Background: an optimization exercise with open tools, aiming at small area and a short achievable clock period. Do not read the settings as production practice. Only simulation tests tie the RTL to the original design; equivalence was not proved. Power is estimated from default activity; no workload was simulated.

`design/flow/config.mk`:
```
export PLATFORM = sky130hd
export DESIGN_NAME = dense2_argmax
export DESIGN_NICKNAME = dense2_argmax
export VERILOG_FILES = /design/flow/design.v
export SDC_FILE = /design/flow/constraint.sdc
export NUM_CORES = 4
export LEC_CHECK = 0
export ABC_AREA = 1
export CAP_MARGIN = 20
export CORE_MARGIN = 2
export CORE_UTILIZATION = 40
export CTS_BUF_LIST = sky130_fd_sc_hd__clkbuf_4 sky130_fd_sc_hd__clkbuf_8
export PLACE_DENSITY = 0.6
export SETUP_SLACK_MARGIN = 5
export SLEW_MARGIN = 20
```
`design/flow/standard.sh`:
```
#!/bin/bash
# synth_recipe.tcl (not shown) runs the flow's synth.tcl, then flattens the netlist and writes it again
# the make line also repeats each setting of config.mk as NAME=value (left out here)
make -C /OpenROAD-flow-scripts/flow DESIGN_CONFIG=/design/flow/config.mk WORK_HOME=/design/flow/orfs CLKGATE_MAP_FILE= SYNTH_SCRIPT=/design/flow/synth_recipe.tcl "${@:-finish}"
```
`design/flow/design.v`:
```
package dense2_pkg;
  localparam int unsigned N_IN      = 120;
  localparam int unsigned N_OUT     = 10;
  localparam int unsigned DW        = 16;
  localparam int unsigned FRAC_BITS = 8;
  localparam int unsigned ACC_W     = 30;
  localparam int unsigned AW        = 7;
  localparam int unsigned IDX_W     = 4;
  localparam logic [DW-1:0] SAT_MAX = {1'b0, {(DW-1){1'b1}}};
  localparam logic [DW-1:0] SAT_MIN = {1'b1, {(DW-1){1'b0}}};
  localparam int unsigned N_ST       = 6;
  localparam int unsigned I_IDLE     = 0;
  localparam int unsigned I_ACCUM    = 1;
  localparam int unsigned I_BIAS_RD  = 2;
  localparam int unsigned I_BIAS_ADD = 3;
  localparam int unsigned I_OUT      = 4;
  localparam int unsigned I_CLASS    = 5;
endpackage
module dense2_neuron_acc
(
  input  logic          clk,
  input  logic          keep,
  input  logic          shift,
  input  logic [29:0]   nxt_s,
  input  logic [29:0]   nxt_c,
  input  logic [7:0]    one,
  input  logic [7:0]    two,
  input  logic [7:0]    neg,
  input  logic [15:0]   w,
  output logic [29:0]   s,
  output logic [29:0]   c
);
  logic [29:0] sn, cn;
  assign s = ~sn;
  assign c = ~cn;
  wire [29:0] sm = (s & {30{keep}}) | (nxt_s & {30{shift}});
  wire [29:0] cm = (c & {30{keep}}) | (nxt_c & {30{shift}});
  wire p1 = ((one[0] & w[0]) ^ neg[0]);
  wire p2 = (((one[0] & w[1]) | (two[0] & w[0])) ^ neg[0]);
  wire p3 = (((one[0] & w[2]) | (two[0] & w[1])) ^ neg[0]);
  wire p4 = (((one[0] & w[3]) | (two[0] & w[2])) ^ neg[0]);
  wire p5 = (((one[0] & w[4]) | (two[0] & w[3])) ^ neg[0]);
  wire p6 = (((one[0] & w[5]) | (two[0] & w[4])) ^ neg[0]);
  wire p7 = (((one[0] & w[6]) | (two[0] & w[5])) ^ neg[0]);
  wire p8 = (((one[0] & w[7]) | (two[0] & w[6])) ^ neg[0]);
  wire p9 = (((one[0] & w[8]) | (two[0] & w[7])) ^ neg[0]);
  wire p10 = (((one[0] & w[9]) | (two[0] & w[8])) ^ neg[0]);
  wire p11 = (((one[0] & w[10]) | (two[0] & w[9])) ^ neg[0]);
  wire p12 = (((one[0] & w[11]) | (two[0] & w[10])) ^ neg[0]);
  wire p13 = (((one[0] & w[12]) | (two[0] & w[11])) ^ neg[0]);
  wire p14 = (((one[0] & w[13]) | (two[0] & w[12])) ^ neg[0]);
  wire p15 = (((one[0] & w[14]) | (two[0] & w[13])) ^ neg[0]);
  wire p16 = (((one[0] & w[15]) | (two[0] & w[14])) ^ neg[0]);
  wire p17 = ~(((one[0] & w[15]) | (two[0] & w[15])) ^ neg[0]);
  wire p18 = ((one[1] & w[0]) ^ neg[1]);
  wire p19 = (((one[1] & w[1]) | (two[1] & w[0])) ^ neg[1]);
  wire p20 = (((one[1] & w[2]) | (two[1] & w[1])) ^ neg[1]);
  wire p21 = (((one[1] & w[3]) | (two[1] & w[2])) ^ neg[1]);
  wire p22 = (((one[1] & w[4]) | (two[1] & w[3])) ^ neg[1]);
  wire p23 = (((one[1] & w[5]) | (two[1] & w[4])) ^ neg[1]);
  wire p24 = (((one[1] & w[6]) | (two[1] & w[5])) ^ neg[1]);
  wire p25 = (((one[1] & w[7]) | (two[1] & w[6])) ^ neg[1]);
  wire p26 = (((one[1] & w[8]) | (two[1] & w[7])) ^ neg[1]);
  wire p27 = (((one[1] & w[9]) | (two[1] & w[8])) ^ neg[1]);
  wire p28 = (((one[1] & w[10]) | (two[1] & w[9])) ^ neg[1]);
  wire p29 = (((one[1] & w[11]) | (two[1] & w[10])) ^ neg[1]);
  wire p30 = (((one[1] & w[12]) | (two[1] & w[11])) ^ neg[1]);
  wire p31 = (((one[1] & w[13]) | (two[1] & w[12])) ^ neg[1]);
  wire p32 = (((one[1] & w[14]) | (two[1] & w[13])) ^ neg[1]);
  wire p33 = (((one[1] & w[15]) | (two[1] & w[14])) ^ neg[1]);
  wire p34 = ~(((one[1] & w[15]) | (two[1] & w[15])) ^ neg[1]);
  wire p35 = ((one[2] & w[0]) ^ neg[2]);
  wire p36 = (((one[2] & w[1]) | (two[2] & w[0])) ^ neg[2]);
  wire p37 = (((one[2] & w[2]) | (two[2] & w[1])) ^ neg[2]);
  wire p38 = (((one[2] & w[3]) | (two[2] & w[2])) ^ neg[2]);
  wire p39 = (((one[2] & w[4]) | (two[2] & w[3])) ^ neg[2]);
  wire p40 = (((one[2] & w[5]) | (two[2] & w[4])) ^ neg[2]);
  wire p41 = (((one[2] & w[6]) | (two[2] & w[5])) ^ neg[2]);
  wire p42 = (((one[2] & w[7]) | (two[2] & w[6])) ^ neg[2]);
  wire p43 = (((one[2] & w[8]) | (two[2] & w[7])) ^ neg[2]);
  wire p44 = (((one[2] & w[9]) | (two[2] & w[8])) ^ neg[2]);
  wire p45 = (((one[2] & w[10]) | (two[2] & w[9])) ^ neg[2]);
  wire p46 = (((one[2] & w[11]) | (two[2] & w[10])) ^ neg[2]);
  wire p47 = (((one[2] & w[12]) | (two[2] & w[11])) ^ neg[2]);
  wire p48 = (((one[2] & w[13]) | (two[2] & w[12])) ^ neg[2]);
  wire p49 = (((one[2] & w[14]) | (two[2] & w[13])) ^ neg[2]);
  wire p50 = (((one[2] & w[15]) | (two[2] & w[14])) ^ neg[2]);
  wire p51 = ~(((one[2] & w[15]) | (two[2] & w[15])) ^ neg[2]);
  wire p52 = ((one[3] & w[0]) ^ neg[3]);
  wire p53 = (((one[3] & w[1]) | (two[3] & w[0])) ^ neg[3]);
  wire p54 = (((one[3] & w[2]) | (two[3] & w[1])) ^ neg[3]);
  wire p55 = (((one[3] & w[3]) | (two[3] & w[2])) ^ neg[3]);
  wire p56 = (((one[3] & w[4]) | (two[3] & w[3])) ^ neg[3]);
  wire p57 = (((one[3] & w[5]) | (two[3] & w[4])) ^ neg[3]);
  wire p58 = (((one[3] & w[6]) | (two[3] & w[5])) ^ neg[3]);
  wire p59 = (((one[3] & w[7]) | (two[3] & w[6])) ^ neg[3]);
  wire p60 = (((one[3] & w[8]) | (two[3] & w[7])) ^ neg[3]);
  wire p61 = (((one[3] & w[9]) | (two[3] & w[8])) ^ neg[3]);
  wire p62 = (((one[3] & w[10]) | (two[3] & w[9])) ^ neg[3]);
  wire p63 = (((one[3] & w[11]) | (two[3] & w[10])) ^ neg[3]);
  wire p64 = (((one[3] & w[12]) | (two[3] & w[11])) ^ neg[3]);
  wire p65 = (((one[3] & w[13]) | (two[3] & w[12])) ^ neg[3]);
  wire p66 = (((one[3] & w[14]) | (two[3] & w[13])) ^ neg[3]);
  wire p67 = (((one[3] & w[15]) | (two[3] & w[14])) ^ neg[3]);
  wire p68 = ~(((one[3] & w[15]) | (two[3] & w[15])) ^ neg[3]);
  wire p69 = ((one[4] & w[0]) ^ neg[4]);
  wire p70 = (((one[4] & w[1]) | (two[4] & w[0])) ^ neg[4]);
  wire p71 = (((one[4] & w[2]) | (two[4] & w[1])) ^ neg[4]);
  wire p72 = (((one[4] & w[3]) | (two[4] & w[2])) ^ neg[4]);
  wire p73 = (((one[4] & w[4]) | (two[4] & w[3])) ^ neg[4]);
  wire p74 = (((one[4] & w[5]) | (two[4] & w[4])) ^ neg[4]);
  wire p75 = (((one[4] & w[6]) | (two[4] & w[5])) ^ neg[4]);
  wire p76 = (((one[4] & w[7]) | (two[4] & w[6])) ^ neg[4]);
  wire p77 = (((one[4] & w[8]) | (two[4] & w[7])) ^ neg[4]);
  wire p78 = (((one[4] & w[9]) | (two[4] & w[8])) ^ neg[4]);
  wire p79 = (((one[4] & w[10]) | (two[4] & w[9])) ^ neg[4]);
  wire p80 = (((one[4] & w[11]) | (two[4] & w[10])) ^ neg[4]);
  wire p81 = (((one[4] & w[12]) | (two[4] & w[11])) ^ neg[4]);
  wire p82 = (((one[4] & w[13]) | (two[4] & w[12])) ^ neg[4]);
  wire p83 = (((one[4] & w[14]) | (two[4] & w[13])) ^ neg[4]);
  wire p84 = (((one[4] & w[15]) | (two[4] & w[14])) ^ neg[4]);
  wire p85 = ~(((one[4] & w[15]) | (two[4] & w[15])) ^ neg[4]);
  wire p86 = ((one[5] & w[0]) ^ neg[5]);
  wire p87 = (((one[5] & w[1]) | (two[5] & w[0])) ^ neg[5]);
  wire p88 = (((one[5] & w[2]) | (two[5] & w[1])) ^ neg[5]);
  wire p89 = (((one[5] & w[3]) | (two[5] & w[2])) ^ neg[5]);
  wire p90 = (((one[5] & w[4]) | (two[5] & w[3])) ^ neg[5]);
  wire p91 = (((one[5] & w[5]) | (two[5] & w[4])) ^ neg[5]);
  wire p92 = (((one[5] & w[6]) | (two[5] & w[5])) ^ neg[5]);
  wire p93 = (((one[5] & w[7]) | (two[5] & w[6])) ^ neg[5]);
  wire p94 = (((one[5] & w[8]) | (two[5] & w[7])) ^ neg[5]);
  wire p95 = (((one[5] & w[9]) | (two[5] & w[8])) ^ neg[5]);
  wire p96 = (((one[5] & w[10]) | (two[5] & w[9])) ^ neg[5]);
  wire p97 = (((one[5] & w[11]) | (two[5] & w[10])) ^ neg[5]);
  wire p98 = (((one[5] & w[12]) | (two[5] & w[11])) ^ neg[5]);
  wire p99 = (((one[5] & w[13]) | (two[5] & w[12])) ^ neg[5]);
  wire p100 = (((one[5] & w[14]) | (two[5] & w[13])) ^ neg[5]);
  wire p101 = (((one[5] & w[15]) | (two[5] & w[14])) ^ neg[5]);
  wire p102 = ~(((one[5] & w[15]) | (two[5] & w[15])) ^ neg[5]);
  wire p103 = ((one[6] & w[0]) ^ neg[6]);
  wire p104 = (((one[6] & w[1]) | (two[6] & w[0])) ^ neg[6]);
  wire p105 = (((one[6] & w[2]) | (two[6] & w[1])) ^ neg[6]);
  wire p106 = (((one[6] & w[3]) | (two[6] & w[2])) ^ neg[6]);
  wire p107 = (((one[6] & w[4]) | (two[6] & w[3])) ^ neg[6]);
  wire p108 = (((one[6] & w[5]) | (two[6] & w[4])) ^ neg[6]);
  wire p109 = (((one[6] & w[6]) | (two[6] & w[5])) ^ neg[6]);
  wire p110 = (((one[6] & w[7]) | (two[6] & w[6])) ^ neg[6]);
  wire p111 = (((one[6] & w[8]) | (two[6] & w[7])) ^ neg[6]);
  wire p112 = (((one[6] & w[9]) | (two[6] & w[8])) ^ neg[6]);
  wire p113 = (((one[6] & w[10]) | (two[6] & w[9])) ^ neg[6]);
  wire p114 = (((one[6] & w[11]) | (two[6] & w[10])) ^ neg[6]);
  wire p115 = (((one[6] & w[12]) | (two[6] & w[11])) ^ neg[6]);
  wire p116 = (((one[6] & w[13]) | (two[6] & w[12])) ^ neg[6]);
  wire p117 = (((one[6] & w[14]) | (two[6] & w[13])) ^ neg[6]);
  wire p118 = (((one[6] & w[15]) | (two[6] & w[14])) ^ neg[6]);
  wire p119 = ~(((one[6] & w[15]) | (two[6] & w[15])) ^ neg[6]);
  wire p120 = ((one[7] & w[0]) ^ neg[7]);
  wire p121 = (((one[7] & w[1]) | (two[7] & w[0])) ^ neg[7]);
  wire p122 = (((one[7] & w[2]) | (two[7] & w[1])) ^ neg[7]);
  wire p123 = (((one[7] & w[3]) | (two[7] & w[2])) ^ neg[7]);
  wire p124 = (((one[7] & w[4]) | (two[7] & w[3])) ^ neg[7]);
  wire p125 = (((one[7] & w[5]) | (two[7] & w[4])) ^ neg[7]);
  wire p126 = (((one[7] & w[6]) | (two[7] & w[5])) ^ neg[7]);
  wire p127 = (((one[7] & w[7]) | (two[7] & w[6])) ^ neg[7]);
  wire p128 = (((one[7] & w[8]) | (two[7] & w[7])) ^ neg[7]);
  wire p129 = (((one[7] & w[9]) | (two[7] & w[8])) ^ neg[7]);
  wire p130 = (((one[7] & w[10]) | (two[7] & w[9])) ^ neg[7]);
  wire p131 = (((one[7] & w[11]) | (two[7] & w[10])) ^ neg[7]);
  wire p132 = (((one[7] & w[12]) | (two[7] & w[11])) ^ neg[7]);
  wire p133 = (((one[7] & w[13]) | (two[7] & w[12])) ^ neg[7]);
  wire p134 = (((one[7] & w[14]) | (two[7] & w[13])) ^ neg[7]);
  wire p135 = (((one[7] & w[15]) | (two[7] & w[14])) ^ neg[7]);
  wire p136 = ~(((one[7] & w[15]) | (two[7] & w[15])) ^ neg[7]);
  wire s137 = neg[1] ^ p3 ^ p18;
  wire c138 = (neg[1] & p3) | (neg[1] & p18) | (p3 & p18);
  wire s139 = p4 ^ p19 ^ c138;
  wire c140 = (p4 & p19) | (p4 & c138) | (p19 & c138);
  wire s141 = neg[2] ^ p5 ^ p20;
  wire c142 = (neg[2] & p5) | (neg[2] & p20) | (p5 & p20);
  wire s143 = p35 ^ s141 ^ c140;
  wire c144 = (p35 & s141) | (p35 & c140) | (s141 & c140);
  wire s145 = p6 ^ p21 ^ p36;
  wire c146 = (p6 & p21) | (p6 & p36) | (p21 & p36);
  wire s147 = c142 ^ s145 ^ c144;
  wire c148 = (c142 & s145) | (c142 & c144) | (s145 & c144);
  wire s149 = neg[3] ^ p7 ^ p22;
  wire c150 = (neg[3] & p7) | (neg[3] & p22) | (p7 & p22);
  wire s151 = p37 ^ p52 ^ c146;
  wire c152 = (p37 & p52) | (p37 & c146) | (p52 & c146);
  wire s153 = s149 ^ s151 ^ c148;
  wire c154 = (s149 & s151) | (s149 & c148) | (s151 & c148);
  wire s155 = p8 ^ p23 ^ p38;
  wire c156 = (p8 & p23) | (p8 & p38) | (p23 & p38);
  wire s157 = p53 ^ c150 ^ s155;
  wire c158 = (p53 & c150) | (p53 & s155) | (c150 & s155);
  wire s159 = c152 ^ s157;
  wire c160 = c152 & s157;
  wire s161 = sm[0] ^ cm[0] ^ neg[4];
  wire c162 = (sm[0] & cm[0]) | (sm[0] & neg[4]) | (cm[0] & neg[4]);
  wire s163 = s161 ^ p9 ^ p24;
  wire c164 = (s161 & p9) | (s161 & p24) | (p9 & p24);
  wire s165 = p39 ^ p54 ^ p69;
  wire c166 = (p39 & p54) | (p39 & p69) | (p54 & p69);
  wire s167 = c156 ^ s163 ^ s165;
  wire c168 = (c156 & s163) | (c156 & s165) | (s163 & s165);
  wire s169 = c158 ^ s167 ^ c160;
  wire c170 = (c158 & s167) | (c158 & c160) | (s167 & c160);
  wire s171 = sm[1] ^ cm[1] ^ c162;
  wire c172 = (sm[1] & cm[1]) | (sm[1] & c162) | (cm[1] & c162);
  wire s173 = p10 ^ p25 ^ p40;
  wire c174 = (p10 & p25) | (p10 & p40) | (p25 & p40);
  wire s175 = p55 ^ p70 ^ s171;
  wire c176 = (p55 & p70) | (p55 & s171) | (p70 & s171);
  wire s177 = c164 ^ c166 ^ s173;
  wire c178 = (c164 & c166) | (c164 & s173) | (c166 & s173);
  wire s179 = s175 ^ c168 ^ s177;
  wire c180 = (s175 & c168) | (s175 & s177) | (c168 & s177);
  wire s181 = sm[2] ^ cm[2] ^ neg[5];
  wire c182 = (sm[2] & cm[2]) | (sm[2] & neg[5]) | (cm[2] & neg[5]);
  wire s183 = s181 ^ p11 ^ p26;
  wire c184 = (s181 & p11) | (s181 & p26) | (p11 & p26);
  wire s185 = p41 ^ p56 ^ p71;
  wire c186 = (p41 & p56) | (p41 & p71) | (p56 & p71);
  wire s187 = p86 ^ c172 ^ c174;
  wire c188 = (p86 & c172) | (p86 & c174) | (c172 & c174);
  wire s189 = s183 ^ s185 ^ c176;
  wire c190 = (s183 & s185) | (s183 & c176) | (s185 & c176);
  wire s191 = s187 ^ c178 ^ s189;
  wire c192 = (s187 & c178) | (s187 & s189) | (c178 & s189);
  wire s193 = sm[3] ^ cm[3] ^ c182;
  wire c194 = (sm[3] & cm[3]) | (sm[3] & c182) | (cm[3] & c182);
  wire s195 = p12 ^ p27 ^ p42;
  wire c196 = (p12 & p27) | (p12 & p42) | (p27 & p42);
  wire s197 = p57 ^ p72 ^ p87;
  wire c198 = (p57 & p72) | (p57 & p87) | (p72 & p87);
  wire s199 = s193 ^ c184 ^ c186;
  wire c200 = (s193 & c184) | (s193 & c186) | (c184 & c186);
  wire s201 = s195 ^ s197 ^ c188;
  wire c202 = (s195 & s197) | (s195 & c188) | (s197 & c188);
  wire s203 = s199 ^ c190 ^ s201;
  wire c204 = (s199 & c190) | (s199 & s201) | (c190 & s201);
  wire s205 = sm[4] ^ cm[4] ^ neg[6];
  wire c206 = (sm[4] & cm[4]) | (sm[4] & neg[6]) | (cm[4] & neg[6]);
  wire s207 = s205 ^ p13 ^ p28;
  wire c208 = (s205 & p13) | (s205 & p28) | (p13 & p28);
  wire s209 = p43 ^ p58 ^ p73;
  wire c210 = (p43 & p58) | (p43 & p73) | (p58 & p73);
  wire s211 = p88 ^ p103 ^ c194;
  wire c212 = (p88 & p103) | (p88 & c194) | (p103 & c194);
  wire s213 = c196 ^ c198 ^ s207;
  wire c214 = (c196 & c198) | (c196 & s207) | (c198 & s207);
  wire s215 = s209 ^ s211 ^ c200;
  wire c216 = (s209 & s211) | (s209 & c200) | (s211 & c200);
  wire s217 = s213 ^ c202 ^ s215;
  wire c218 = (s213 & c202) | (s213 & s215) | (c202 & s215);
  wire s219 = sm[5] ^ cm[5] ^ c206;
  wire c220 = (sm[5] & cm[5]) | (sm[5] & c206) | (cm[5] & c206);
  wire s221 = p14 ^ p29 ^ p44;
  wire c222 = (p14 & p29) | (p14 & p44) | (p29 & p44);
  wire s223 = p59 ^ p74 ^ p89;
  wire c224 = (p59 & p74) | (p59 & p89) | (p74 & p89);
  wire s225 = p104 ^ s219 ^ c208;
  wire c226 = (p104 & s219) | (p104 & c208) | (s219 & c208);
  wire s227 = c210 ^ s221 ^ s223;
  wire c228 = (c210 & s221) | (c210 & s223) | (s221 & s223);
  wire s229 = c212 ^ s225 ^ c214;
  wire c230 = (c212 & s225) | (c212 & c214) | (s225 & c214);
  wire s231 = s227 ^ c216 ^ s229;
  wire c232 = (s227 & c216) | (s227 & s229) | (c216 & s229);
  wire s233 = sm[6] ^ cm[6] ^ neg[7];
  wire c234 = (sm[6] & cm[6]) | (sm[6] & neg[7]) | (cm[6] & neg[7]);
  wire s235 = s233 ^ p15 ^ p30;
  wire c236 = (s233 & p15) | (s233 & p30) | (p15 & p30);
  wire s237 = p45 ^ p60 ^ p75;
  wire c238 = (p45 & p60) | (p45 & p75) | (p60 & p75);
  wire s239 = p90 ^ p105 ^ p120;
  wire c240 = (p90 & p105) | (p90 & p120) | (p105 & p120);
  wire s241 = c220 ^ c222 ^ c224;
  wire c242 = (c220 & c222) | (c220 & c224) | (c222 & c224);
  wire s243 = s235 ^ s237 ^ s239;
  wire c244 = (s235 & s237) | (s235 & s239) | (s237 & s239);
  wire s245 = c226 ^ s241 ^ c228;
  wire c246 = (c226 & s241) | (c226 & c228) | (s241 & c228);
  wire s247 = s243 ^ c230 ^ s245;
  wire c248 = (s243 & c230) | (s243 & s245) | (c230 & s245);
  wire s249 = sm[7] ^ cm[7] ^ c234;
  wire c250 = (sm[7] & cm[7]) | (sm[7] & c234) | (cm[7] & c234);
  wire s251 = p16 ^ p31 ^ p46;
  wire c252 = (p16 & p31) | (p16 & p46) | (p31 & p46);
  wire s253 = p61 ^ p76 ^ p91;
  wire c254 = (p61 & p76) | (p61 & p91) | (p76 & p91);
  wire s255 = p106 ^ p121 ^ s249;
  wire c256 = (p106 & p121) | (p106 & s249) | (p121 & s249);
  wire s257 = c236 ^ c238 ^ c240;
  wire c258 = (c236 & c238) | (c236 & c240) | (c238 & c240);
  wire s259 = s251 ^ s253 ^ c242;
  wire c260 = (s251 & s253) | (s251 & c242) | (s253 & c242);
  wire s261 = s255 ^ s257 ^ c244;
  wire c262 = (s255 & s257) | (s255 & c244) | (s257 & c244);
  wire s263 = c246 ^ s259 ^ s261;
  wire c264 = (c246 & s259) | (c246 & s261) | (s259 & s261);
  wire s265 = 1'b1 ^ sm[8] ^ cm[8];
  wire c266 = (1'b1 & sm[8]) | (1'b1 & cm[8]) | (sm[8] & cm[8]);
  wire s267 = s265 ^ p17 ^ p32;
  wire c268 = (s265 & p17) | (s265 & p32) | (p17 & p32);
  wire s269 = p47 ^ p62 ^ p77;
  wire c270 = (p47 & p62) | (p47 & p77) | (p62 & p77);
  wire s271 = p92 ^ p107 ^ p122;
  wire c272 = (p92 & p107) | (p92 & p122) | (p107 & p122);
  wire s273 = c250 ^ c252 ^ c254;
  wire c274 = (c250 & c252) | (c250 & c254) | (c252 & c254);
  wire s275 = s267 ^ s269 ^ s271;
  wire c276 = (s267 & s269) | (s267 & s271) | (s269 & s271);
  wire s277 = c256 ^ c258 ^ s273;
  wire c278 = (c256 & c258) | (c256 & s273) | (c258 & s273);
  wire s279 = s275 ^ c260 ^ c262;
  wire c280 = (s275 & c260) | (s275 & c262) | (c260 & c262);
  wire s281 = s277 ^ c264 ^ s279;
  wire c282 = (s277 & c264) | (s277 & s279) | (c264 & s279);
  wire s283 = 1'b1 ^ sm[9] ^ cm[9];
  wire c284 = (1'b1 & sm[9]) | (1'b1 & cm[9]) | (sm[9] & cm[9]);
  wire s285 = c266 ^ s283 ^ p33;
  wire c286 = (c266 & s283) | (c266 & p33) | (s283 & p33);
  wire s287 = p48 ^ p63 ^ p78;
  wire c288 = (p48 & p63) | (p48 & p78) | (p63 & p78);
  wire s289 = p93 ^ p108 ^ p123;
  wire c290 = (p93 & p108) | (p93 & p123) | (p108 & p123);
  wire s291 = c268 ^ c270 ^ c272;
  wire c292 = (c268 & c270) | (c268 & c272) | (c270 & c272);
  wire s293 = s285 ^ s287 ^ s289;
  wire c294 = (s285 & s287) | (s285 & s289) | (s287 & s289);
  wire s295 = c274 ^ s291 ^ c276;
  wire c296 = (c274 & s291) | (c274 & c276) | (s291 & c276);
  wire s297 = s293 ^ c278 ^ s295;
  wire c298 = (s293 & c278) | (s293 & s295) | (c278 & s295);
  wire s299 = c280 ^ s297 ^ c282;
  wire c300 = (c280 & s297) | (c280 & c282) | (s297 & c282);
  wire s301 = sm[10] ^ cm[10] ^ c284;
  wire c302 = (sm[10] & cm[10]) | (sm[10] & c284) | (cm[10] & c284);
  wire s303 = p34 ^ p49 ^ p64;
  wire c304 = (p34 & p49) | (p34 & p64) | (p49 & p64);
  wire s305 = p79 ^ p94 ^ p109;
  wire c306 = (p79 & p94) | (p79 & p109) | (p94 & p109);
  wire s307 = p124 ^ s301 ^ c286;
  wire c308 = (p124 & s301) | (p124 & c286) | (s301 & c286);
  wire s309 = c288 ^ c290 ^ s303;
  wire c310 = (c288 & c290) | (c288 & s303) | (c290 & s303);
  wire s311 = s305 ^ c292 ^ s307;
  wire c312 = (s305 & c292) | (s305 & s307) | (c292 & s307);
  wire s313 = c294 ^ s309 ^ c296;
  wire c314 = (c294 & s309) | (c294 & c296) | (s309 & c296);
  wire s315 = s311 ^ c298 ^ s313;
  wire c316 = (s311 & c298) | (s311 & s313) | (c298 & s313);
  wire s317 = 1'b1 ^ sm[11] ^ cm[11];
  wire c318 = (1'b1 & sm[11]) | (1'b1 & cm[11]) | (sm[11] & cm[11]);
  wire s319 = s317 ^ p50 ^ p65;
  wire c320 = (s317 & p50) | (s317 & p65) | (p50 & p65);
  wire s321 = p80 ^ p95 ^ p110;
  wire c322 = (p80 & p95) | (p80 & p110) | (p95 & p110);
  wire s323 = p125 ^ c302 ^ c304;
  wire c324 = (p125 & c302) | (p125 & c304) | (c302 & c304);
  wire s325 = c306 ^ s319 ^ s321;
  wire c326 = (c306 & s319) | (c306 & s321) | (s319 & s321);
  wire s327 = c308 ^ s323 ^ c310;
  wire c328 = (c308 & s323) | (c308 & c310) | (s323 & c310);
  wire s329 = s325 ^ c312 ^ s327;
  wire c330 = (s325 & c312) | (s325 & s327) | (c312 & s327);
  wire s331 = c314 ^ s329 ^ c316;
  wire c332 = (c314 & s329) | (c314 & c316) | (s329 & c316);
  wire s333 = sm[12] ^ cm[12] ^ c318;
  wire c334 = (sm[12] & cm[12]) | (sm[12] & c318) | (cm[12] & c318);
  wire s335 = p51 ^ p66 ^ p81;
  wire c336 = (p51 & p66) | (p51 & p81) | (p66 & p81);
  wire s337 = p96 ^ p111 ^ p126;
  wire c338 = (p96 & p111) | (p96 & p126) | (p111 & p126);
  wire s339 = s333 ^ c320 ^ c322;
  wire c340 = (s333 & c320) | (s333 & c322) | (c320 & c322);
  wire s341 = s335 ^ s337 ^ c324;
  wire c342 = (s335 & s337) | (s335 & c324) | (s337 & c324);
  wire s343 = s339 ^ c326 ^ c328;
  wire c344 = (s339 & c326) | (s339 & c328) | (c326 & c328);
  wire s345 = s341 ^ c330 ^ s343;
  wire c346 = (s341 & c330) | (s341 & s343) | (c330 & s343);
  wire s347 = 1'b1 ^ sm[13] ^ cm[13];
  wire c348 = (1'b1 & sm[13]) | (1'b1 & cm[13]) | (sm[13] & cm[13]);
  wire s349 = s347 ^ p67 ^ p82;
  wire c350 = (s347 & p67) | (s347 & p82) | (p67 & p82);
  wire s351 = p97 ^ p112 ^ p127;
  wire c352 = (p97 & p112) | (p97 & p127) | (p112 & p127);
  wire s353 = c334 ^ c336 ^ c338;
  wire c354 = (c334 & c336) | (c334 & c338) | (c336 & c338);
  wire s355 = s349 ^ s351 ^ c340;
  wire c356 = (s349 & s351) | (s349 & c340) | (s351 & c340);
  wire s357 = s353 ^ c342 ^ s355;
  wire c358 = (s353 & c342) | (s353 & s355) | (c342 & s355);
  wire s359 = c344 ^ s357 ^ c346;
  wire c360 = (c344 & s357) | (c344 & c346) | (s357 & c346);
  wire s361 = sm[14] ^ cm[14] ^ c348;
  wire c362 = (sm[14] & cm[14]) | (sm[14] & c348) | (cm[14] & c348);
  wire s363 = p68 ^ p83 ^ p98;
  wire c364 = (p68 & p83) | (p68 & p98) | (p83 & p98);
  wire s365 = p113 ^ p128 ^ s361;
  wire c366 = (p113 & p128) | (p113 & s361) | (p128 & s361);
  wire s367 = c350 ^ c352 ^ s363;
  wire c368 = (c350 & c352) | (c350 & s363) | (c352 & s363);
  wire s369 = s365 ^ c354 ^ s367;
  wire c370 = (s365 & c354) | (s365 & s367) | (c354 & s367);
  wire s371 = c356 ^ s369 ^ c358;
  wire c372 = (c356 & s369) | (c356 & c358) | (s369 & c358);
  wire s373 = 1'b1 ^ sm[15] ^ cm[15];
  wire c374 = (1'b1 & sm[15]) | (1'b1 & cm[15]) | (sm[15] & cm[15]);
  wire s375 = s373 ^ p84 ^ p99;
  wire c376 = (s373 & p84) | (s373 & p99) | (p84 & p99);
  wire s377 = p114 ^ p129 ^ c362;
  wire c378 = (p114 & p129) | (p114 & c362) | (p129 & c362);
  wire s379 = c364 ^ s375 ^ c366;
  wire c380 = (c364 & s375) | (c364 & c366) | (s375 & c366);
  wire s381 = s377 ^ c368 ^ s379;
  wire c382 = (s377 & c368) | (s377 & s379) | (c368 & s379);
  wire s383 = c370 ^ s381 ^ c372;
  wire c384 = (c370 & s381) | (c370 & c372) | (s381 & c372);
  wire s385 = sm[16] ^ cm[16] ^ c374;
  wire c386 = (sm[16] & cm[16]) | (sm[16] & c374) | (cm[16] & c374);
  wire s387 = p85 ^ p100 ^ p115;
  wire c388 = (p85 & p100) | (p85 & p115) | (p100 & p115);
  wire s389 = p130 ^ s385 ^ c376;
  wire c390 = (p130 & s385) | (p130 & c376) | (s385 & c376);
  wire s391 = s387 ^ c378 ^ s389;
  wire c392 = (s387 & c378) | (s387 & s389) | (c378 & s389);
  wire s393 = c380 ^ s391 ^ c382;
  wire c394 = (c380 & s391) | (c380 & c382) | (s391 & c382);
  wire s395 = 1'b1 ^ sm[17] ^ cm[17];
  wire c396 = (1'b1 & sm[17]) | (1'b1 & cm[17]) | (sm[17] & cm[17]);
  wire s397 = s395 ^ p101 ^ p116;
  wire c398 = (s395 & p101) | (s395 & p116) | (p101 & p116);
  wire s399 = p131 ^ c386 ^ c388;
  wire c400 = (p131 & c386) | (p131 & c388) | (c386 & c388);
  wire s401 = s397 ^ c390 ^ s399;
  wire c402 = (s397 & c390) | (s397 & s399) | (c390 & s399);
  wire s403 = c392 ^ s401 ^ c394;
  wire c404 = (c392 & s401) | (c392 & c394) | (s401 & c394);
  wire s405 = sm[18] ^ cm[18] ^ c396;
  wire c406 = (sm[18] & cm[18]) | (sm[18] & c396) | (cm[18] & c396);
  wire s407 = p102 ^ p117 ^ p132;
  wire c408 = (p102 & p117) | (p102 & p132) | (p117 & p132);
  wire s409 = s405 ^ c398 ^ s407;
  wire c410 = (s405 & c398) | (s405 & s407) | (c398 & s407);
  wire s411 = c400 ^ s409 ^ c402;
  wire c412 = (c400 & s409) | (c400 & c402) | (s409 & c402);
  wire s413 = 1'b1 ^ sm[19] ^ cm[19];
  wire c414 = (1'b1 & sm[19]) | (1'b1 & cm[19]) | (sm[19] & cm[19]);
  wire s415 = s413 ^ p118 ^ p133;
  wire c416 = (s413 & p118) | (s413 & p133) | (p118 & p133);
  wire s417 = c406 ^ c408 ^ s415;
  wire c418 = (c406 & c408) | (c406 & s415) | (c408 & s415);
  wire s419 = c410 ^ s417 ^ c412;
  wire c420 = (c410 & s417) | (c410 & c412) | (s417 & c412);
  wire s421 = sm[20] ^ cm[20] ^ c414;
  wire c422 = (sm[20] & cm[20]) | (sm[20] & c414) | (cm[20] & c414);
  wire s423 = p119 ^ p134 ^ s421;
  wire c424 = (p119 & p134) | (p119 & s421) | (p134 & s421);
  wire s425 = c416 ^ s423 ^ c418;
  wire c426 = (c416 & s423) | (c416 & c418) | (s423 & c418);
  wire s427 = 1'b1 ^ sm[21] ^ cm[21];
  wire c428 = (1'b1 & sm[21]) | (1'b1 & cm[21]) | (sm[21] & cm[21]);
  wire s429 = s427 ^ p135 ^ c422;
  wire c430 = (s427 & p135) | (s427 & c422) | (p135 & c422);
  wire s431 = c424 ^ s429 ^ c426;
  wire c432 = (c424 & s429) | (c424 & c426) | (s429 & c426);
  wire s433 = sm[22] ^ cm[22] ^ c428;
  wire c434 = (sm[22] & cm[22]) | (sm[22] & c428) | (cm[22] & c428);
  wire s435 = p136 ^ s433 ^ c430;
  wire c436 = (p136 & s433) | (p136 & c430) | (s433 & c430);
  wire s437 = 1'b1 ^ sm[23] ^ cm[23];
  wire c438 = (1'b1 & sm[23]) | (1'b1 & cm[23]) | (sm[23] & cm[23]);
  wire s439 = s437 ^ c434 ^ c436;
  wire c440 = (s437 & c434) | (s437 & c436) | (c434 & c436);
  wire s441 = 1'b1 ^ sm[24] ^ cm[24];
  wire c442 = (1'b1 & sm[24]) | (1'b1 & cm[24]) | (sm[24] & cm[24]);
  wire s443 = c438 ^ s441;
  wire c444 = c438 & s441;
  wire s445 = 1'b1 ^ sm[25] ^ cm[25];
  wire c446 = (1'b1 & sm[25]) | (1'b1 & cm[25]) | (sm[25] & cm[25]);
  wire s447 = c442 ^ s445 ^ c444;
  wire c448 = (c442 & s445) | (c442 & c444) | (s445 & c444);
  wire s449 = 1'b1 ^ sm[26] ^ cm[26];
  wire c450 = (1'b1 & sm[26]) | (1'b1 & cm[26]) | (sm[26] & cm[26]);
  wire s451 = c446 ^ s449 ^ c448;
  wire c452 = (c446 & s449) | (c446 & c448) | (s449 & c448);
  wire s453 = 1'b1 ^ sm[27] ^ cm[27];
  wire c454 = (1'b1 & sm[27]) | (1'b1 & cm[27]) | (sm[27] & cm[27]);
  wire s455 = c450 ^ s453 ^ c452;
  wire c456 = (c450 & s453) | (c450 & c452) | (s453 & c452);
  wire s457 = 1'b1 ^ sm[28] ^ cm[28];
  wire c458 = (1'b1 & sm[28]) | (1'b1 & cm[28]) | (sm[28] & cm[28]);
  wire s459 = c454 ^ s457 ^ c456;
  wire c460 = (c454 & s457) | (c454 & c456) | (s457 & c456);
  wire s461 = 1'b1 ^ sm[29] ^ cm[29];
  wire c462 = (1'b1 & sm[29]) | (1'b1 & cm[29]) | (sm[29] & cm[29]);
  wire s463 = c458 ^ s461 ^ c460;
  wire c464 = (c458 & s461) | (c458 & c460) | (s461 & c460);
  wire [8:0] low_sum = {1'b0, c154, s153, s147, s143, s139, s137, p2, p1} + {1'b0, s159, 1'b0, 1'b0, 1'b0, 1'b0, 1'b0, 1'b0, neg[0]};
  always_ff @(posedge clk) begin
    sn <= ~{s463, s459, s455, s451, s447, c440, s439, c432, s431, c420, s419, c404, s403, c384, s383, c360, s359, c332, s331, c300, s299, s281, c248, c232, c218, c204, c192, c180, c170, s169};
    cn <= ~{1'b0, 1'b0, 1'b0, 1'b0, 1'b0, s443, 1'b0, s435, 1'b0, s425, 1'b0, s411, 1'b0, s393, 1'b0, s371, 1'b0, s345, 1'b0, s315, 1'b0, 1'b0, s263, s247, s231, s217, s203, s191, s179, low_sum[8]};
  end
endmodule
module dense2_argmax
(
  input  logic                clk,
  input  logic                rst,
  input  logic                in_valid,
  input  logic                frame_start_in,
  input  logic                frame_end_in,
  input  logic [dense2_pkg::DW-1:0]       dense_input,
  output logic                rom_en,
  output logic [dense2_pkg::AW-1:0]       rom_addr,
  input  logic [dense2_pkg::N_OUT*dense2_pkg::DW-1:0] rom_data,
  output logic                out_valid,
  output logic                frame_start_out,
  output logic                frame_end_out,
  output logic [dense2_pkg::DW-1:0]       logit_out,
  output logic                class_valid,
  output logic [dense2_pkg::IDX_W-1:0]    class_idx,
  output logic                err
);
  localparam int unsigned W = dense2_pkg::ACC_W;
  logic [dense2_pkg::N_ST-1:0]   state;
  logic [dense2_pkg::N_ST-1:0]   state_n;
  logic [dense2_pkg::AW-1:0]     cnt;
  logic              clear;
  logic              take;
  logic              err_c;
  logic              keep_q;
  logic [dense2_pkg::IDX_W-1:0]  out_k;
  logic [dense2_pkg::DW-1:0]     best_val;
  logic [dense2_pkg::IDX_W-1:0]  best_idx;
  logic [W-1:0]      acc_s [dense2_pkg::N_OUT];
  logic [W-1:0]      acc_c [dense2_pkg::N_OUT];
  logic st_idle, st_accum, st_bias_rd, st_bias_add, st_out, st_class;
  assign st_idle     = state[dense2_pkg::I_IDLE];
  assign st_accum    = state[dense2_pkg::I_ACCUM];
  assign st_bias_rd  = state[dense2_pkg::I_BIAS_RD];
  assign st_bias_add = state[dense2_pkg::I_BIAS_ADD];
  assign st_out      = state[dense2_pkg::I_OUT];
  assign st_class    = state[dense2_pkg::I_CLASS];
  logic [dense2_pkg::DW-1:0] sample_n;
  logic [7:0] b_one_n, b_two_n, b_neg_n;
  logic [7:0] b_one, b_two, b_neg;
  logic load_x;
  assign load_x = in_valid && (st_idle || st_accum);
  always_comb begin
    if (load_x) begin
      sample_n = dense_input;
    end else if (st_bias_rd) begin
      sample_n = dense2_pkg::DW'(1 << dense2_pkg::FRAC_BITS);
    end else begin
      sample_n = '0;
    end
    for (int k = 0; k < 8; k++) begin
      logic x0, x1, x2;
      x0 = (k == 0) ? 1'b0 : sample_n[2*k-1];
      x1 = sample_n[2*k];
      x2 = sample_n[2*k+1];
      b_one_n[k] = x1 ^ x0;
      b_two_n[k] = (x2 & ~x1 & ~x0) | (~x2 & x1 & x0);
      b_neg_n[k] = x2;
    end
  end
  for (genvar k = 0; k < dense2_pkg::N_OUT; k++) begin : g_neuron
    dense2_neuron_acc u_acc (
      .clk     (clk),
      .keep    (keep_q),
      .shift   (st_out),
      .nxt_s   ((k == dense2_pkg::N_OUT - 1) ? '0 : acc_s[(k + 1) % dense2_pkg::N_OUT]),
      .nxt_c   ((k == dense2_pkg::N_OUT - 1) ? '0 : acc_c[(k + 1) % dense2_pkg::N_OUT]),
      .one     (b_one),
      .two     (b_two),
      .neg     (b_neg),
      .w       (rom_data[k*dense2_pkg::DW +: dense2_pkg::DW]),
      .s       (acc_s[k]),
      .c       (acc_c[k])
    );
  end
  logic start_ok;    
  logic last_idx;    
  logic in_frame;    
  assign start_ok = in_valid && frame_start_in && !frame_end_in;
  assign last_idx = (cnt == dense2_pkg::AW'(dense2_pkg::N_IN - 1));
  assign in_frame = st_accum && in_valid && !frame_start_in;
  assign take   = (st_idle && start_ok) || (st_accum && in_valid);
  assign clear  = in_valid && frame_start_in && ((st_idle && !frame_end_in) || st_accum);
  assign rom_en = !rst && (take || st_bias_rd);
  always_comb begin
    rom_addr = '0;
    if (!rst && in_frame) begin
      rom_addr = cnt;
    end else if (!rst && st_bias_rd) begin
      rom_addr = dense2_pkg::AW'(dense2_pkg::N_IN);
    end
  end
  assign err_c = (st_idle && in_valid && frame_start_in && frame_end_in)
              || (st_accum && in_valid && (frame_start_in || (frame_end_in != last_idx)))
              || (!st_idle && !st_accum && in_valid);
  always_comb begin
    state_n = '0;
    state_n[dense2_pkg::I_IDLE]     = (st_idle && !start_ok)
                                   || (in_frame && (frame_end_in ? !last_idx : last_idx))
                                   || st_class;
    state_n[dense2_pkg::I_ACCUM]    = (st_idle && start_ok)
                                   || (st_accum && !(in_frame && (frame_end_in || last_idx)));
    state_n[dense2_pkg::I_BIAS_RD]  = in_frame && frame_end_in && last_idx;
    state_n[dense2_pkg::I_BIAS_ADD] = st_bias_rd;
    state_n[dense2_pkg::I_OUT]      = st_bias_add
                                   || (st_out && (out_k != dense2_pkg::IDX_W'(dense2_pkg::N_OUT - 1)));
    state_n[dense2_pkg::I_CLASS]    = st_out && (out_k == dense2_pkg::IDX_W'(dense2_pkg::N_OUT - 1));
  end
  logic [W-1:0]  sel_sum;
  logic [dense2_pkg::DW-1:0] logit_c;
  assign sel_sum = acc_s[0] + acc_c[0];
  assign logit_c = (sel_sum[W-1:dense2_pkg::DW-1] == {(W-dense2_pkg::DW+1){sel_sum[W-1]}})
                 ? sel_sum[dense2_pkg::DW-1:0]
                 : (sel_sum[W-1] ? dense2_pkg::SAT_MIN : dense2_pkg::SAT_MAX);
  logic              better;
  logic [dense2_pkg::IDX_W-1:0]  cur_idx;
  assign better  = frame_start_out || ($signed(logit_out) > $signed(best_val));
  assign cur_idx = out_k - dense2_pkg::IDX_W'(1);
  always_ff @(posedge clk) begin
    if (rst) begin
      state           <= dense2_pkg::N_ST'(1) << dense2_pkg::I_IDLE;
      keep_q          <= 1'b0;
      out_valid       <= 1'b0;
      frame_start_out <= 1'b0;
      frame_end_out   <= 1'b0;
      logit_out       <= '0;
      class_valid     <= 1'b0;
      class_idx       <= '0;
      err             <= 1'b0;
    end else begin
      state           <= state_n;
      keep_q          <= !clear && !state_n[dense2_pkg::I_OUT];
      err             <= err_c;
      out_valid       <= st_out;
      frame_start_out <= st_out && (out_k == '0);
      frame_end_out   <= st_out && (out_k == dense2_pkg::IDX_W'(dense2_pkg::N_OUT - 1));
      if (st_out) begin
        logit_out <= logit_c;
      end
      class_valid     <= st_class;
      if (st_class) begin
        class_idx <= better ? cur_idx : best_idx;
      end
    end
  end
  always_ff @(posedge clk) begin
    if (clear) begin
      cnt <= dense2_pkg::AW'(1);
    end else if (in_valid) begin
      cnt <= cnt + dense2_pkg::AW'(1);    
    end
    b_one <= b_one_n;
    b_two <= b_two_n;
    b_neg <= b_neg_n;
    if (st_bias_add) begin
      out_k <= '0;
    end else if (st_out) begin
      out_k <= out_k + dense2_pkg::IDX_W'(1);
    end
    if (out_valid && better) begin
      best_val <= logit_out;
      best_idx <= cur_idx;
    end
  end
endmodule
```
`design/flow/flow/invpush.py`:
```
#!/usr/bin/env python3
"""Remove inverters around full adders in a flat Yosys netlist of sky130hd cells.

A full adder is self-dual: FA(~a, ~b, ~c) = (~sum, ~cout). Synthesis often
leaves inverters between adder cells; this flips adders (feeding them the
complement of their inputs, so their outputs carry the complement) where that
lowers the number of inverters, then re-inserts one inverter per net whose
complement is still needed. Registers, ports and all other cells are kept.

usage: invpush.py IN.v OUT.v
"""
import re
import sys

OUTPINS = {"X", "Y", "Q", "Q_N", "SUM", "COUT", "HI", "LO"}
INV = re.compile(r"sky130_fd_sc_hd__inv_\d+$")
FA = re.compile(r"sky130_fd_sc_hd__fa_\d+$")
XOR = re.compile(r"sky130_fd_sc_hd__x(n?)or2_(\d+)$")

src = re.sub(r"\(\*.*?\*\)", "", open(sys.argv[1]).read())
m_first = re.search(r"^\s*sky130_fd_sc_hd__\w+\s", src, re.M)
head = src[:m_first.start()]
tail_i = src.rindex("endmodule")
body = src[m_first.start():tail_i]
tail = src[tail_i:]
if re.search(r"^\s*assign\s", body, re.M) or re.search(r"^\s*assign\s", head, re.M):
    sys.exit("assign statements not supported")

inst_re = re.compile(r"\s*(sky130_fd_sc_hd__\w+)\s+(\\\S+\s|\S+)\s*\((.*?)\);\s*", re.S)
pin_re = re.compile(r"\.(\w+)\(\s*(\\\S+\s|[^()\s]+)\s*\)")
insts = []
pos = 0
while pos < len(body):
    m = inst_re.match(body, pos)
    if not m:
        sys.exit("parse error at: " + body[pos:pos + 200])
    pins = [(p, n.strip()) for p, n in pin_re.findall(m.group(3))]
    insts.append([m.group(1), m.group(2).strip(), pins])
    pos = m.end()

# ports
ports_out = set()
ports_in = set()
for kind, rng, names in re.findall(r"^\s*(input|output)\s+(\[\d+:\d+\]\s+)?([^;]+);", head, re.M):
    for nm in names.split(","):
        nm = nm.strip()
        if rng:
            hi, lo = map(int, re.findall(r"\d+", rng))
            bits = [f"{nm}[{i}]" for i in range(min(hi, lo), max(hi, lo) + 1)]
        else:
            bits = [nm]
        (ports_out if kind == "output" else ports_in).update(bits)

driver = {}
for idx, (typ, name, pins) in enumerate(insts):
    for p, n in pins:
        if p in OUTPINS:
            driver[n] = (idx, p)

def is_inv(idx):
    return INV.match(insts[idx][0]) is not None

# inverters kept as they are: those driving output ports
keep_inv = set()
for idx, (typ, name, pins) in enumerate(insts):
    if is_inv(idx):
        y = dict(pins)["Y"]
        if y in ports_out:
            keep_inv.add(idx)

def root(n):
    par = 0
    seen = 0
    while n in driver and is_inv(driver[n][0]) and driver[n][0] not in keep_inv:
        n = dict(insts[driver[n][0]][2])["A"]
        par ^= 1
        seen += 1
        if seen > 1000:
            sys.exit("inverter loop")
    return n, par

# loads: (inst idx, pin index) -> (root, parity); only non-removed cells
removed = {i for i in range(len(insts)) if is_inv(i) and i not in keep_inv}
loads = []          # [idx, pin_i, root, parity]
for idx, (typ, name, pins) in enumerate(insts):
    if idx in removed:
        continue
    for pi, (p, n) in enumerate(pins):
        if p in OUTPINS or not re.match(r"^(\\\S+|[A-Za-z_][\w$]*(\[\d+\])?)$", n):
            continue
        r, par = root(n)
        loads.append([idx, pi, r, par])
for n in ports_out:
    if n in driver and driver[n][0] in removed:
        sys.exit("port driven by removable inverter: " + n)

fa_idx = [i for i in range(len(insts)) if FA.match(insts[i][0]) or XOR.match(insts[i][0])]
is_fa = {i: FA.match(insts[i][0]) is not None for i in fa_idx}
# FAs whose outputs are ports cannot flip
noflip = set()
for i in fa_idx:
    for p, n in insts[i][2]:
        if p in OUTPINS and n in ports_out:
            noflip.add(i)
flip = {}
out_of = {}   # root net -> driving FA idx (if FA)
for i in fa_idx:
    for p, n in insts[i][2]:
        if p in OUTPINS:
            out_of[n] = i

loads_by_root = {}
loads_by_inst = {}
for L in loads:
    loads_by_root.setdefault(L[2], []).append(L)
    loads_by_inst.setdefault(L[0], []).append(L)

def need(L):
    own = flip.get(L[0], 0) if FA.match(insts[L[0]][0]) else 0
    return L[3] ^ own ^ flip.get(out_of.get(L[2], -1), 0)

cnt = {r: sum(need(L) for L in Ls) for r, Ls in loads_by_root.items()}
def cost():
    return sum(1 for r in cnt if cnt[r] > 0)

def delta(i):
    ch = {}
    for L in (loads_by_inst.get(i, []) if is_fa[i] else []):
        ch[L[2]] = ch.get(L[2], 0) + (1 - 2 * need(L))
    outs = [n for p, n in insts[i][2] if p in OUTPINS]
    for n in outs:
        for L in loads_by_root.get(n, []):
            if L[0] == i:
                continue
            ch[n] = ch.get(n, 0) + (1 - 2 * need(L))
    d = 0
    for r, c in ch.items():
        before = cnt[r] > 0
        after = cnt[r] + c > 0
        d += int(after) - int(before)
    return d, ch

c0 = cost()
# Start from a polarity that satisfies as many adder-to-adder connections as a
# breadth-first walk over them allows, then improve greedily.
if "--nobfs" not in sys.argv:
    fa_set = set(fa_idx) - noflip
    adj = {i: [] for i in fa_set}
    for L in loads:
        g = out_of.get(L[2], -1)
        if L[0] in fa_set and g in fa_set and g != L[0] and is_fa[L[0]]:
            adj[L[0]].append((g, L[3]))
            adj[g].append((L[0], L[3]))
    seen = set()
    from collections import deque
    for s0 in fa_idx:
        if s0 not in fa_set or s0 in seen:
            continue
        seen.add(s0)
        flip[s0] = 0
        dq = deque([s0])
        while dq:
            u = dq.popleft()
            for v, p in adj[u]:
                if v not in seen:
                    seen.add(v)
                    flip[v] = flip.get(u, 0) ^ p
                    dq.append(v)
    cnt = {r: sum(need(L) for L in Ls) for r, Ls in loads_by_root.items()}
    print(f"after walk: {cost()} (from {c0})", file=sys.stderr)
changed = True
rounds = 0
while changed and rounds < 50:
    changed = False
    rounds += 1
    for i in fa_idx:
        if i in noflip:
            continue
        d, ch = delta(i)
        if d < 0:
            flip[i] = flip.get(i, 0) ^ 1
            for r, c in ch.items():
                cnt[r] += c
            changed = True
# Flip whole groups of adders joined by adder-to-adder connections when that helps.
if "--nobfs" not in sys.argv:
    comp = {}
    for s0 in fa_idx:
        if s0 not in fa_set or s0 in comp:
            continue
        comp[s0] = s0
        stack = [s0]
        while stack:
            u = stack.pop()
            for v, p in adj[u]:
                if v not in comp:
                    comp[v] = s0
                    stack.append(v)
    groups = {}
    for i, g in comp.items():
        groups.setdefault(g, []).append(i)
    def gdelta(members):
        ms = set(members)
        affected = set()
        for i in members:
            if is_fa[i]:
                for L in loads_by_inst.get(i, []):
                    affected.add(L[2])
            for p, n in insts[i][2]:
                if p in OUTPINS:
                    affected.add(n)
        before = {r: cnt[r] for r in affected}
        for i in members:
            flip[i] = flip.get(i, 0) ^ 1
        after = {r: sum(need(L) for L in loads_by_root.get(r, [])) for r in affected}
        d = sum(int(after[r] > 0) - int(before[r] > 0) for r in affected)
        return d, after
    for it in range(3):
        improved = False
        for g, members in groups.items():
            if len(members) < 2:
                continue
            d, after = gdelta(members)
            if d < 0:
                cnt.update(after)
                improved = True
            else:
                for i in members:
                    flip[i] = flip.get(i, 0) ^ 1
        changed = True
        rounds2 = 0
        while changed and rounds2 < 50:
            changed = False
            rounds2 += 1
            for i in fa_idx:
                if i in noflip:
                    continue
                d, ch = delta(i)
                if d < 0:
                    flip[i] = flip.get(i, 0) ^ 1
                    for r, c in ch.items():
                        cnt[r] += c
                    changed = True
                    improved = True
        if not improved:
            break
    print(f"groups: {len(groups)}, largest {max(len(m) for m in groups.values())}", file=sys.stderr)
c1 = cost()
assert c1 == sum(1 for r, Ls in loads_by_root.items() if any(need(L) for L in Ls))

# rebuild: a flipped xor becomes an xnor and vice versa
for i in fa_idx:
    m = XOR.match(insts[i][0])
    if m and flip.get(i, 0):
        insts[i][0] = f"sky130_fd_sc_hd__{'xor' if m.group(1) else 'xnor'}2_{m.group(2)}"
        outpin = "X" if m.group(1) else "Y"   # xor2 drives X, xnor2 drives Y
        insts[i][2] = [(outpin if p in ("X", "Y") else p, n) for p, n in insts[i][2]]
# rebuild
inv_net = {}
new_insts = []
k = 0
for r, Ls in loads_by_root.items():
    if any(need(L) for L in Ls):
        k += 1
        nn = f"_ipush_n{k}_"
        inv_net[r] = nn
        new_insts.append(["sky130_fd_sc_hd__inv_1", f"_ipush_i{k}_", [("A", r), ("Y", nn)]])
for L in loads:
    idx, pi, r, par = L
    p, _ = insts[idx][2][pi]
    insts[idx][2][pi] = (p, inv_net[r] if need(L) else r)

def fmt(n):
    return n + " " if n.startswith("\\") else n

out = [head]
for idx, (typ, name, pins) in enumerate(insts + new_insts):
    if idx < len(insts) and idx in removed:
        continue
    out.append(f"  {typ} {fmt(name)} (\n" + ",\n".join(f"    .{p}({fmt(n)})" for p, n in pins) + "\n  );\n")
decl = "".join(f"  wire {n};\n" for n in inv_net.values())
text = "".join(out)
text = text.replace(head, head + decl, 1)
open(sys.argv[2], "w").write(text + tail)
print(f"inverters: {len(removed) + len(keep_inv)} before, {len(keep_inv) + len(inv_net)} after; "
      f"{sum(flip.values())} of {len(fa_idx)} adders flipped; rounds {rounds}", file=sys.stderr)
```
`design/flow/constraint.sdc`:
```
create_clock -name core_clock -period 11.0 [get_ports {clk}]
set_input_delay 2.2000 -clock core_clock [delete_from_list [all_inputs] [get_ports {clk}]]
set_output_delay 2.2000 -clock core_clock [all_outputs]
set_load 0.01 [all_outputs]
```
`design/flow/flow/run.sh`:
```
#!/bin/bash
# The standard layout (standard.sh: unchanged synthesis, floorplan, place,
# CTS, route) with three changes:
#  - repair_timing aims for 6.0 ns of setup slack at the design's 11 ns clock;
#  - ports are buffered with buf_2 cells instead of the default delay cells;
#  - after synthesis, invpush.py removes inverters between full-adder cells by
#    flipping adders (a full adder is self-dual), leaving registers, ports and
#    all other cells as synthesis made them.
# Each tool's output goes to a log here; ORFS keeps its step logs under orfs/logs.
set -euo pipefail
sed 's/SETUP_SLACK_MARGIN=[0-9.]*/SETUP_SLACK_MARGIN=6.0 "BUFFER_PORTS_ARGS=-buffer_cell sky130_fd_sc_hd__buf_2"/' standard.sh > standard_margin.sh
grep -q 'SETUP_SLACK_MARGIN=6.0 "BUFFER_PORTS_ARGS' standard_margin.sh
bash standard_margin.sh synth > synth.log 2>&1
NET=orfs/results/sky130hd/dense2_argmax/base/1_2_yosys.v
cp "$NET" 1_2_yosys.standard.v
python3 flow/invpush.py 1_2_yosys.standard.v "$NET" > invpush.log 2>&1
touch "$NET"
bash standard_margin.sh > standard.log 2>&1
```
==> flow_metrics.tcl, run 1 <==
set metrics [dict create \
    p_comb_share_pct 70.8 \
    finalHoldViolations 0 \
    finalClockSkew_ns 0.04819 \
    numPortBuffers 213 \
    start_util_pct 40.22 \
    final_nets 9191 \
    clock_path_buffers 3 \
    power_switching_w 0.01067 \
    worstHoldStart "logit_out[0]$_SDFFE_PP0P_" \
    fmax_ghz 0.1917 \
    finalMaxSlewViolations 0 \
    required_ns 11.76 \
    die-area_um2 185200 \
    clock_latency_ns 0.88 \
    grt_max_degree 144 \
    worstSetupStartpoint "in_valid" \
    reg2reg_from "b_one[2]$_DFF_P_" \
    cp.arrival_ns 5.98 \
    drt_wl_total_mm 259.7 \
    std_cell_rows 156 \
    wire_per_inst_um 26.12 \
    cts_tree "built" \
    grt_overflow 0 \
    layout_common_cells "o22ai_1, fa_1, xor2_1" \
    setup_tns_ns 0 \
    cts_sinks 546 \
    p_seq_share_pct 18.6 \
    first_pass_iters 8 \
    syn_to_final_growth_pct 16.31 \
    vias 59793 \
    die_w_um 430.3 \
    setup_viol 0 \
    ios 214 \
    rsz0062_at_grt "true" \
    path_class "input port to flop" \
    ant_nets 0 \
    timing.hold.worst.class "flop to flop" \
    p_sw_share_pct 46.62 \
    cts_buffers 112 \
    post-route-period-util_pct 47.42 \
    die_y_um 430.3 \
    grt_pass1_vias 64296 \
    p_int_w 0.01222 \
    layout_commonest_cell "o22ai_1" \
    drive_above_1_share_pct 22.49 \
    drv_cap 0 \
    ir_drop_mv 0.1312 \
    min_period_ns 5.216 \
    drc 0 \
    leakagePower_nw 30.12 \
    cp_max_fo 4 \
    syn_avg_cell_area_um2 9.826 \
    grt_pass1_wl_mm 392.0 \
    place_congestion 0.9819 \
    core_um2 180700 \
    htreeDepth 3 \
    grt.total_usage_pct 27.63 \
    status "timing/DRC/antenna clean" \
    ys_warn_count 4 \
    synth_cells 7398 \
    critPathMaxStageDelay_ns 0.17 \
    clockPowerShare_pct 10.6 \
    cts_root_buf "clkbuf_8" \
    ff2ff_setup_slack_ns 6.04 \
    drtIter0Drc 5170 \
    powerDensity_nw_per_um2 270.7 \
    slowest_stage "nor2_4" \
    cpMostUsedCell "buf_4" \
    maxSlewHeadroom_pct 25.97 \
    final_core_util_pct 46.78 \
    cts.clk_slew.worst_paths_ns 0.07 \
    antenna_found_initial 10 \
    synth_nets 9108 \
    syn-cell-area_um2 72690 \
    tightest_slew_ns 1.110 \
    hpwl_mm 170.7 \
    vias_per_cell 6.012 \
    critPathCaptureType "flop" \
    start_kind "input port" \
]
[worst max-delay path, delay by kind of cell]
kind | cells | cell delay, ns
and+or+nand+nor | 2 | 0.22
AOI/OAI and AO/OA | 2 | 0.17
buffers and inverters | 28 | 3.39
[state kept, by name, indices dropped and copies added, names as in the netlist]
| name | count |
|---|---|
| err | 1 |
| g_neuron.u_acc.cn | 160 |
| g_neuron.u_acc.sn | 300 |
| best_idx | 4 |
| class_idx | 4 |
| out_valid | 1 |
| keep_q | 1 |
| b_neg | 8 |
| frame_start_out | 1 |
| b_two | 8 |
| out_k | 4 |
| logit_out | 16 |
| b_one | 8 |
| class_valid | 1 |
| best_val | 16 |
| cnt | 7 |
| state | 6 |
[layout make-up]
| class | instances | area (um2) |
|---|---|---|
| fill | 16743 | 96200 |
| multi-input combinational | 5368 | 58280 |
| sequential | 546 | 11150 |
| timing repair buffer | 645 | 5862 |
| inverter | 806 | 3800 |
| tap | 2370 | 2965 |
| clock buffer | 174 | 2176 |
| clock inverter | 26 | 276.5 |
| antenna | 8 | 20.02 |
| timing repair inverter | 2 | 10.01 |
[final timing paths]
check | end | cells past startpoint
setup reg to reg | g_neuron[9].u_acc.sn[13]$_DFF_P_ | 11
setup / recovery | state[1]$_SDFF_PP0_ | 32
hold reg to reg | best_val[0]$_DFFE_PP_ | 0
hold / removal | best_val[0]$_DFFE_PP_ | 0
[power by group through the flow]
stage	Combinational (W)	Clock [W]	Sequential, W
detailed placement	0.0161	0	0.00424
global placement	0.0155	0	0.00424
floorplan	0.0123	0	0.00378
finish	0.0162	0.00242	0.00426
CTS	0.0162	0.00246	0.00421
global route	0.0188	0.00254	0.00432
[through the flow]
| step | total power (W) | worst slack [ns] | hold slack [ns] | cells | cell area (um2) |
|---|---|---|---|---|---|
| 5_1_grt | 0.02567 | 5.766 | 0.4676 | 9941 | 84540 |
| 3_3_place_gp | 0.01970 | 5.064 | 0.4374 | 9377 | 77800 |
| 4_1_cts | 0.02287 | 5.915 | 0.4537 | 9626 | 80890 |
| 2_1_floorplan | 0.01608 | 5.591 | 0.4380 | 7398 | 76940 |
| 6_report | 0.02289 | 5.784 | 0.4522 | 9945 | 84550 |
| 3_5_place_dp | 0.02034 | 5.027 | 0.4389 | 9378 | 77810 |
[per-layer routing]
metal | up-vias | GRT usage [%] | routed length, um
met3 | 839 | 5.033 | 22210
met1 | 30774 | 33.76 | 97810
met2 | 3357 | 46.84 | 125300
li1 | 24817 | - | -
met5 | - | 0 | 30
met4 | 6 | 13.86 | 14340
[repair_timing]
| action | in CTS | in global routing |
|---|---|---|
| pin swaps | 5 | 3 |
| resized for setup | 62 | 36 |
| hold buffers | 0 | 0 |
| buffers inserted | 48 | 306 |
| gates cloned | 0 | 4 |
| endpoints found under the setup margin | 131 | 56 |
==> run 2: changes to the inputs <==
==> design/flow/flow/run.sh (replaced) <==
#!/bin/bash
# The standard layout (standard.sh: unchanged synthesis, floorplan, place,
# CTS, route) with three changes:
#  - repair_timing aims for 5.9 ns of setup slack at the design's 11 ns clock;
#  - ports are buffered with buf_2 cells instead of the default delay cells;
#  - after synthesis, invpush.py removes inverters between full-adder cells by
#    flipping adders (a full adder is self-dual), leaving registers, ports and
#    all other cells as synthesis made them.
# Each tool's output goes to a log here; ORFS keeps its step logs under orfs/logs.
set -euo pipefail
sed 's/SETUP_SLACK_MARGIN=[0-9.]*/SETUP_SLACK_MARGIN=5.9 "BUFFER_PORTS_ARGS=-buffer_cell sky130_fd_sc_hd__buf_2"/' standard.sh > standard_margin.sh
grep -q 'SETUP_SLACK_MARGIN=5.9 "BUFFER_PORTS_ARGS' standard_margin.sh
bash standard_margin.sh synth > synth.log 2>&1
NET=orfs/results/sky130hd/dense2_argmax/base/1_2_yosys.v
cp "$NET" 1_2_yosys.standard.v
python3 flow/invpush.py 1_2_yosys.standard.v "$NET" > invpush.log 2>&1
touch "$NET"
bash standard_margin.sh > standard.log 2>&1
==> flow_metrics.tcl, run 2 <==
set metrics [dict create \
    status "timing/DRC/antenna clean" \
    timing.hold.worst.class "flop to flop" \
    die_w_um 430.3 \
    ant_nets 0 \
    cts_sinks 546 \
    numPortBuffers 213 \
    grt_overflow 0 \
    antenna_found_initial 8 \
    wl_met2_mm 125.2 \
    clock_path_buffers 3 \
    finalHoldViolations 0 \
    setup_tns_ns 0 \
    setup_viol 0 \
    grt_max_degree 146 \
    ir_drop_mv 0.1271 \
    largest_reg_flops 300 \
    synth_cells 7398 \
    worstHoldStart "class_idx[0]$_SDFFE_PP0P_" \
    hold_buffers 0 \
    ys_warn_count 4 \
    finalClockSkew_ns 0.06401 \
    cp.arrival_ns 5.94 \
    leakagePower_nw 28.54 \
    syn-cell-area_um2 72690 \
    regMostFlops "g_neuron.u_acc.sn" \
    routed-wl-met3_mm 22.85 \
    required_ns 11.81 \
    path_class "input port to flop" \
    drtIter0Drc 5631 \
    vias 58850 \
    grt_pass1_vias 64443 \
    wire_per_inst_um 26.53 \
    powerDensity_nw_per_um2 279.2 \
    hpwl_mm 170.0 \
    syn_avg_cell_area_um2 9.826 \
    syn_to_final_growth_pct 12.00 \
    synth_nets 9108 \
    fill_cells 17036 \
    layout_commonest_cell "o22ai_1" \
    worst_slack_ns 5.869 \
    std_cell_rows 156 \
    htreeDepth 3 \
    worstSetupStartpoint "rom_data[2]" \
    first_pass_iters 6 \
    start_util_pct 40.22 \
    fin_cells 9689 \
    tightest_slew_ns 1.143 \
    min_period_ns 5.131 \
    cts_tree "built" \
    cts_root_buf "clkbuf_8" \
    cts_buffers 113 \
    critPathCaptureType "flop" \
    vias_per_cell 6.074 \
    die_y_um 430.3 \
    grt_pass1_wl_mm 390.7 \
    wl_met1_mm 95.48 \
    grt.total_usage_pct 27.51 \
    start_kind "input port" \
    topRoutingLayerUsed "met5" \
    drv_cap 0 \
    core_um2 180700 \
    maxSlewHeadroom_pct 23.78 \
    ios 214 \
    post-route-period-util_pct 46.64 \
    finalMaxSlewViolations 0 \
    clock_latency_ns 0.90 \
    fmax_ghz 0.1949 \
    drc 0 \
    dp_slack_ns 5.004 \
    reg2reg_from "b_one[7]$_DFF_P_" \
    layout_common_cells "o22ai_1, fa_1, xor2_1" \
    cp_max_fo 15 \
    ff_latch_area_um2 11150 \
    multi_input_area_um2 58050 \
    final_nets 8930 \
    placed_cells 9379 \
    place_congestion 0.9179 \
    drt_wl_total_mm 257.0 \
    rsz0062_at_grt "true" \
    cts.clk_slew.worst_paths_ns 0.07 \
    die-area_um2 185200 \
    drive_above_1_share_pct 19.02 \
    reg_top3 "g_neuron.u_acc.sn: 300 flops, g_neuron.u_acc.cn: 160 flops" \
]
run 2: routing by layer:
metal / vias to the layer above / global-route usage [%]
met5: - / 0
met4: 2 / 13.55
met3: 912 / 5.283
li1: 24292 / -
met2: 3421 / 47.19
met1: 30223 / 33.07
run 2: stage by stage:
step	area, um2	utilization (%)	total power, W	hold slack (ns)
2_1_floorplan	76710	-	0.01602	0.4380
3_3_place_gp	77520	42.89	0.01949	0.4365
3_5_place_dp	77520	42.89	0.02025	0.4418
4_1_cts	80320	44.44	0.02290	0.4578
5_1_grt	81410	45.04	0.02551	0.4897
6_report	81420	45.04	0.02273	0.4511
run 2: area by class of cell:
| class | count | share of cell area [%] |
|---|---|---|
| Timing Repair Buffer | 385 | 3.525 |
| Inverter | 806 | 4.589 |
| Clock inverter | 33 | 0.5225 |
| Multi-Input combinational cell | 5368 | 71.30 |
| Antenna cell | 4 | 0.01229 |
| Tap cell | 2370 | 3.642 |
| Sequential cell | 546 | 13.70 |
| Clock buffer | 177 | 2.708 |
run 2: repair_timing:
action,4_1_cts,5_1_grt
pin swaps,4,5
resized for setup,47,28
gates cloned,0,1
buffers inserted,3,91
endpoints found under the setup margin,122,50
run 2: worst paths after layout:
check	end	slack, ns	cells after the start
max	g_neuron[0].u_acc.sn[11]$_DFF_P_	5.87	10
max reg2reg	g_neuron[0].u_acc.sn[11]$_DFF_P_	5.87	11
min reg2reg	class_idx[0]$_SDFFE_PP0P_	0.45	2
min	class_idx[0]$_SDFFE_PP0P_	0.45	2
run 2: power by group:
group          internal [W]  switching [W]  total, W
Clock               0.00149        0.00109   0.00257
Sequential          0.00341       0.000849   0.00426
Combinational       0.00728        0.00863    0.0159
Total                0.0122         0.0106    0.0227
run 2: worst max-delay path: stages:
cell        delay (ns)
buf_2             0.11
clkinvlp_4        0.32
o22ai_1           0.31
xor2_1            0.42
fa_2              0.53
fa_2              0.35
fa_2              0.35
fa_1              0.46
fa_2              0.36
fa_2              0.53

-- afterwards: timing with drivers on the ports --
Ports are ideal in the flow. The routed layouts listed here were re-timed in OpenROAD.
Step 1 assumes that a clkbuf_16 drives the clock port and a buf_2 every other input.
Step 2 also shifts input and output timing later by t, the mid clock arrival at the registers, as if the neighbouring blocks saw the same clock.
Slacks: ideal / step 1 / step 2; pairs: ideal / step 1.
run | shift t [ns] | setup WS [ns] | clock arrival spread, ns
run 1 | 0.937 | 5.784 / 5.745 / 4.855 | 0.050 / 0.050
run 2 | 0.944 | 5.869 / 5.826 / 4.968 | 0.070 / 0.069
After both steps every run listed still meets setup and hold. For run 1, which loses most, drivers alone change the setup slack by -0.039 ns; drivers and shift together by -0.929 ns.
